Source: an optimization exercise on an open RTL-to-GDS flow (aim: small area, a short achievable clock period and few clock cycles per item). Production flows keep margins and buffers that such runs may drop.
In this exercise RTL edits were held to simulation tests only and were not proved equivalent to the original.

==> module taylor_cos, before the edit <==
module taylor_cos
(
   input  logic         clock,
   input  logic         reset,
   input  logic         start,
   input  logic [W-1:0] angle_in,
   output logic         ready_out,
   output logic [W-1:0] cos_out
);
   logic [4:0]  step_q;     
   logic        ready_q;
   logic [24:0] a_q;        
   logic [24:0] b_q;        
   logic        x23_q;      
   logic        idle;
   logic        accept;
   logic [24:0] s_row;
   logic        e_bit;
   logic [24:0] mul_p;
   logic [3:0]  t;
   logic [24:0] acc4;
   assign idle   = ~|step_q;
   assign accept = idle & start;
   fxp_mul u_mul (
      .a_in (a_q[23:0]),
      .b_in (b_q),
      .s_in (s_row),
      .e_in (e_bit),
      .p_c  (mul_p)
   );
   always_comb begin
      s_row = {1'b0, {23{x23_q}} & b_q[22:0], 1'b0};
      if (step_q[1]) s_row = 25'h1ffd27d;    
      if (step_q[2]) s_row = 25'h0055555;    
      if (step_q[3]) s_row = 25'h1c00000;    
      if (step_q[4]) s_row = 25'h0800000;    
   end
   assign e_bit = step_q[0] & x23_q;
   logic [23:0] x;
   assign x = {x23_q, a_q[22:0]};
   always_comb begin
      t = 4'd0;
      if (x >= 24'd2897)     t = t + 4'd1;
      if (x >= 24'd5931643)  t = t + 4'd1;
      if (x >= 24'd8388609)  t = t + 4'd1;
      if (x >= 24'd10273906) t = t + 4'd1;
      if (x >= 24'd11863284) t = t + 4'd1;
      if (x >= 24'd13263555) t = t + 4'd1;
      if (x >= 24'd14529496) t = t + 4'd1;
      if (x >= 24'd15693649) t = t + 4'd1;
      acc4 = 25'd208 - {21'd0, t};
   end
   always_ff @(posedge clock or posedge reset) begin
      if (reset) begin
         step_q  <= 5'd0;
         ready_q <= 1'b0;
      end else begin
         step_q <= {step_q[3:0], accept};
         if (accept)         ready_q <= 1'b0;
         else if (step_q[4]) ready_q <= 1'b1;
      end
   end
   always_ff @(posedge clock) begin
      if (accept) begin
         a_q   <= {2'b0, angle_in[22:0]};
         b_q   <= {2'b0, angle_in[22:0]};
         x23_q <= angle_in[23];
      end else if (step_q[0]) begin
         a_q <= acc4;
         b_q <= mul_p;
      end else if (!idle) begin
         a_q <= mul_p;
      end
   end
   assign ready_out = ready_q;
   assign cos_out   = a_q[24] ? {W{1'b0}} : a_q[W-1:0];
endmodule
clock: 12.0 ns
lec_check: 0
abc_area: 1
cap_margin: 20
core_margin: 2
core_utilization: 40
slew_margin: 20
synth_hierarchical: 1
standard.sh (not shown) runs the stock make flow with config.mk's settings and CLKGATE_MAP_FILE= SYNTH_SCRIPT=/design/flow/synth_recipe.tcl, a recipe that flattens the netlist after the stock synthesis.
==> flow/flow/run.sh <==
#!/bin/bash
set -euo pipefail
bash standard.sh SETUP_SLACK_MARGIN=5.5 "BUFFER_PORTS_ARGS=-buffer_cell sky130_fd_sc_hd__buf_1" finish > flow.log 2>&1
Testbench counts at the start, summed over its fixed seeds: cycles 3,072, items 512.
Change:
--- a/flow/design.v
+++ b/flow/design.v
@@ -2271,7 +2271,7 @@
    logic [4:0]  step_q;     
    logic        ready_q;
    logic [24:0] a_q;        
-   logic [24:0] b_q;        
+   logic [24:0] nb_q;       
    logic        x23_q;      
    logic        idle;
    logic        accept;
@@ -2284,13 +2284,13 @@
    assign accept = idle & start;
    fxp_mul u_mul (
       .a_in (a_q[23:0]),
-      .b_in (b_q),
+      .b_in (~nb_q),
       .s_in (s_row),
       .e_in (e_bit),
       .p_c  (mul_p)
    );
    always_comb begin
-      s_row = {1'b0, {23{x23_q}} & b_q[22:0], 1'b0};
+      s_row = {1'b0, {23{x23_q}} & ~nb_q[22:0], 1'b0};
       if (step_q[1]) s_row = 25'h1ffd27d;    
       if (step_q[2]) s_row = 25'h0055555;    
       if (step_q[3]) s_row = 25'h1c00000;    
@@ -2324,11 +2324,11 @@
    always_ff @(posedge clock) begin
       if (accept) begin
          a_q   <= {2'b0, angle_in[22:0]};
-         b_q   <= {2'b0, angle_in[22:0]};
+         nb_q  <= ~{2'b0, angle_in[22:0]};
          x23_q <= angle_in[23];
       end else if (step_q[0]) begin
          a_q <= acc4;
-         b_q <= mul_p;
+         nb_q <= ~mul_p;
       end else if (!idle) begin
          a_q <= mul_p;
       end
Effect: Critical path depth increases by 1; wire length shrinks by 8.5%; non-clock buffer count fell by 14; final cell count shrinks by 1.9%; register-to-register slack is worse by 40 ps; via count goes down by 4.1%; maximum frequency goes down by 0.68%; hold slack gets better by 6.3 ps; synthesized area is higher by 0.73%; worst setup slack is worse by 43 ps.
Testbench counts after the change, summed over its fixed seeds: cycles 3,072, items 512.

========
taylor_cos, a different RTL version from the one above (not shown whole).
Size: roughly 2100 cells after synthesis, about 56 flip-flops, about 52 I/O pins, roughly 17000 sq um of cells after synthesis.
==> module taylor_cos, before the edit <==
module taylor_cos
(
   input  logic         clock,
   input  logic         reset,
   input  logic         start,
   input  logic [W-1:0] angle_in,
   output logic         ready_out,
   output logic [W-1:0] cos_out
);
   logic [4:0]  step_q;     
   logic        ready_q;
   logic [24:0] a_q;        
   logic [24:0] b_q;        
   logic        idle;
   logic        accept;
   logic [24:0] s_row;
   logic [24:0] mul_p;
   logic [3:0]  t;
   logic [24:0] acc4;
   logic [23:0] x;
   assign x = a_q[23:0];
   assign idle   = ~|step_q;
   assign accept = idle & start;
   fxp_mul u_mul (
      .a_in (a_q[23:0]),
      .b_in (b_q),
      .s_in (s_row),
      .p_c  (mul_p)
   );
   always_comb begin
      s_row = {{24{b_q[23]}} & b_q[23:0], 1'b0};
      if (step_q[1]) s_row = 25'h1ffd27d;    
      if (step_q[2]) s_row = 25'h0055555;    
      if (step_q[3]) s_row = 25'h1c00000;    
      if (step_q[4]) s_row = 25'h0800000;    
   end
   logic [4:1] c;
   assign c[1] = x >= 24'd5931643;
   assign c[2] = x >= 24'd8388609;
   assign c[3] = x >= 24'd10273906;
   assign c[4] = x >= 24'd11863284;
   assign t[3] = 1'b0;
   assign t[2] = c[3];
   assign t[1] = c[1] & ~c[3];
   assign t[0] = ~c[1] | (c[2] & ~c[3]) | c[4];
   assign acc4 = 25'd208 - {21'd0, t};
   always_ff @(posedge clock or posedge reset) begin
      if (reset) begin
         step_q  <= 5'd0;
         ready_q <= 1'b0;
      end else begin
         step_q <= {step_q[3:0], accept};
         if (accept)         ready_q <= 1'b0;
         else if (step_q[4]) ready_q <= 1'b1;
      end
   end
   always_ff @(posedge clock) begin
      if (accept) begin
         a_q   <= {1'b0, angle_in};
         b_q   <= {1'b0, angle_in};
      end else if (step_q[0]) begin
         a_q <= acc4;
         b_q <= mul_p;
      end else if (!idle) begin
         a_q <= mul_p;
      end
   end
   assign ready_out = ready_q;
   assign cos_out   = a_q[24] ? {W{1'b0}} : a_q[W-1:0];
endmodule
==> flow/config.mk <==
export PLATFORM = sky130hd
export DESIGN_NAME = taylor_cos
export DESIGN_NICKNAME = taylor_cos
export VERILOG_FILES = /design/flow/design.v
export SDC_FILE = /design/flow/constraint.sdc
export NUM_CORES = 4
export LEC_CHECK = 0
export ABC_AREA = 1
export CAP_MARGIN = 20
export CORE_MARGIN = 2
export CORE_UTILIZATION = 40
export SLEW_MARGIN = 20
export SYNTH_HIERARCHICAL = 1
==> flow/constraint.sdc <==
create_clock -name core_clock -period 12.0 [get_ports {clock}]
set_input_delay 2.4000 -clock core_clock [delete_from_list [all_inputs] [get_ports {clock}]]
set_output_delay 2.4000 -clock core_clock [all_outputs]
set_load 0.01 [all_outputs]
Scripts as last shown in full above: flow/flow/run.sh
Testbench counts at the start, summed over its fixed seeds: cycles 3,072, items 512.
==> next run, changes <==
--- a/flow/design.v
+++ b/flow/design.v
@@ -2261,24 +2261,24 @@
    output logic         ready_out,
    output logic [W-1:0] cos_out
 );
    logic [4:0]  step_q;     
    logic        ready_q;
-   logic [24:0] a_q;        
+   logic [23:0] a_q;        
    logic [24:0] b_q;        
    logic        idle;
    logic        accept;
    logic [24:0] s_row;
    logic [24:0] mul_p;
    logic [3:0]  t;
    logic [24:0] acc4;
    logic [23:0] x;
-   assign x = a_q[23:0];
+   assign x = a_q;
    assign idle   = ~|step_q;
    assign accept = idle & start;
    fxp_mul u_mul (
-      .a_in (a_q[23:0]),
+      .a_in (a_q),
       .b_in (b_q),
       .s_in (s_row),
       .p_c  (mul_p)
    );
    always_comb begin
@@ -2308,17 +2308,17 @@
          else if (step_q[4]) ready_q <= 1'b1;
       end
    end
    always_ff @(posedge clock) begin
       if (accept) begin
-         a_q   <= {1'b0, angle_in};
+         a_q   <= angle_in;
          b_q   <= {1'b0, angle_in};
       end else if (step_q[0]) begin
-         a_q <= acc4;
+         a_q <= acc4[23:0];
          b_q <= mul_p;
       end else if (!idle) begin
-         a_q <= mul_p;
+         a_q <= mul_p[23:0];
       end
    end
    assign ready_out = ready_q;
-   assign cos_out   = a_q[24] ? {W{1'b0}} : a_q[W-1:0];
+   assign cos_out   = (a_q[23] & a_q[22]) ? {W{1'b0}} : a_q;
 endmodule
=> The changed run completed with no timing, DRC or antenna violations; hold slack got worse by 0.013 ns; maximum frequency hardly moves; wire length rises by a few percent; worst setup slack gets worse by 0.017 ns; non-clock buffer count is lower by 10.
Testbench counts after the change, summed over its fixed seeds: cycles 3,072, items 512.

==> separate check: timing with driven ports <==
No port has a modelled driver above. Below, the same layouts with a new extraction and two added sets of constraints.
Step 1 sets driving cells, clkbuf_16 on the clock port and buf_2 on the other inputs (assumed; they add their load-dependent delay and slew).
Step 2 moves the port delays by t, midway between the first and last clock arrival at a register: inputs arrive t later, outputs are due t later. That takes back most of the time a late clock gives input paths.
a / b / c = ideal / step 1 / step 2; a / b = the first two.
run | t (ns) | slack for setup (ns) | latest minus earliest clock arrival (ns) | worst data-port slew with drivers (ns)
the first run of note 1 | 0.359 | 5.703 / 5.703 / 5.703 | 0.007 / 0.007 | 0.04
the second run of note 1 | 0.381 | 5.661 / 5.661 / 5.661 | 0.007 / 0.007 | 0.05
the first run of note 2 | 0.369 | 5.719 / 5.719 / 5.719 | 0.009 / 0.009 | 0.04
the second run of note 2 | 0.368 | 5.702 / 5.702 / 5.702 | 0.007 / 0.006 | 0.05
After both steps every run listed still meets setup and hold.
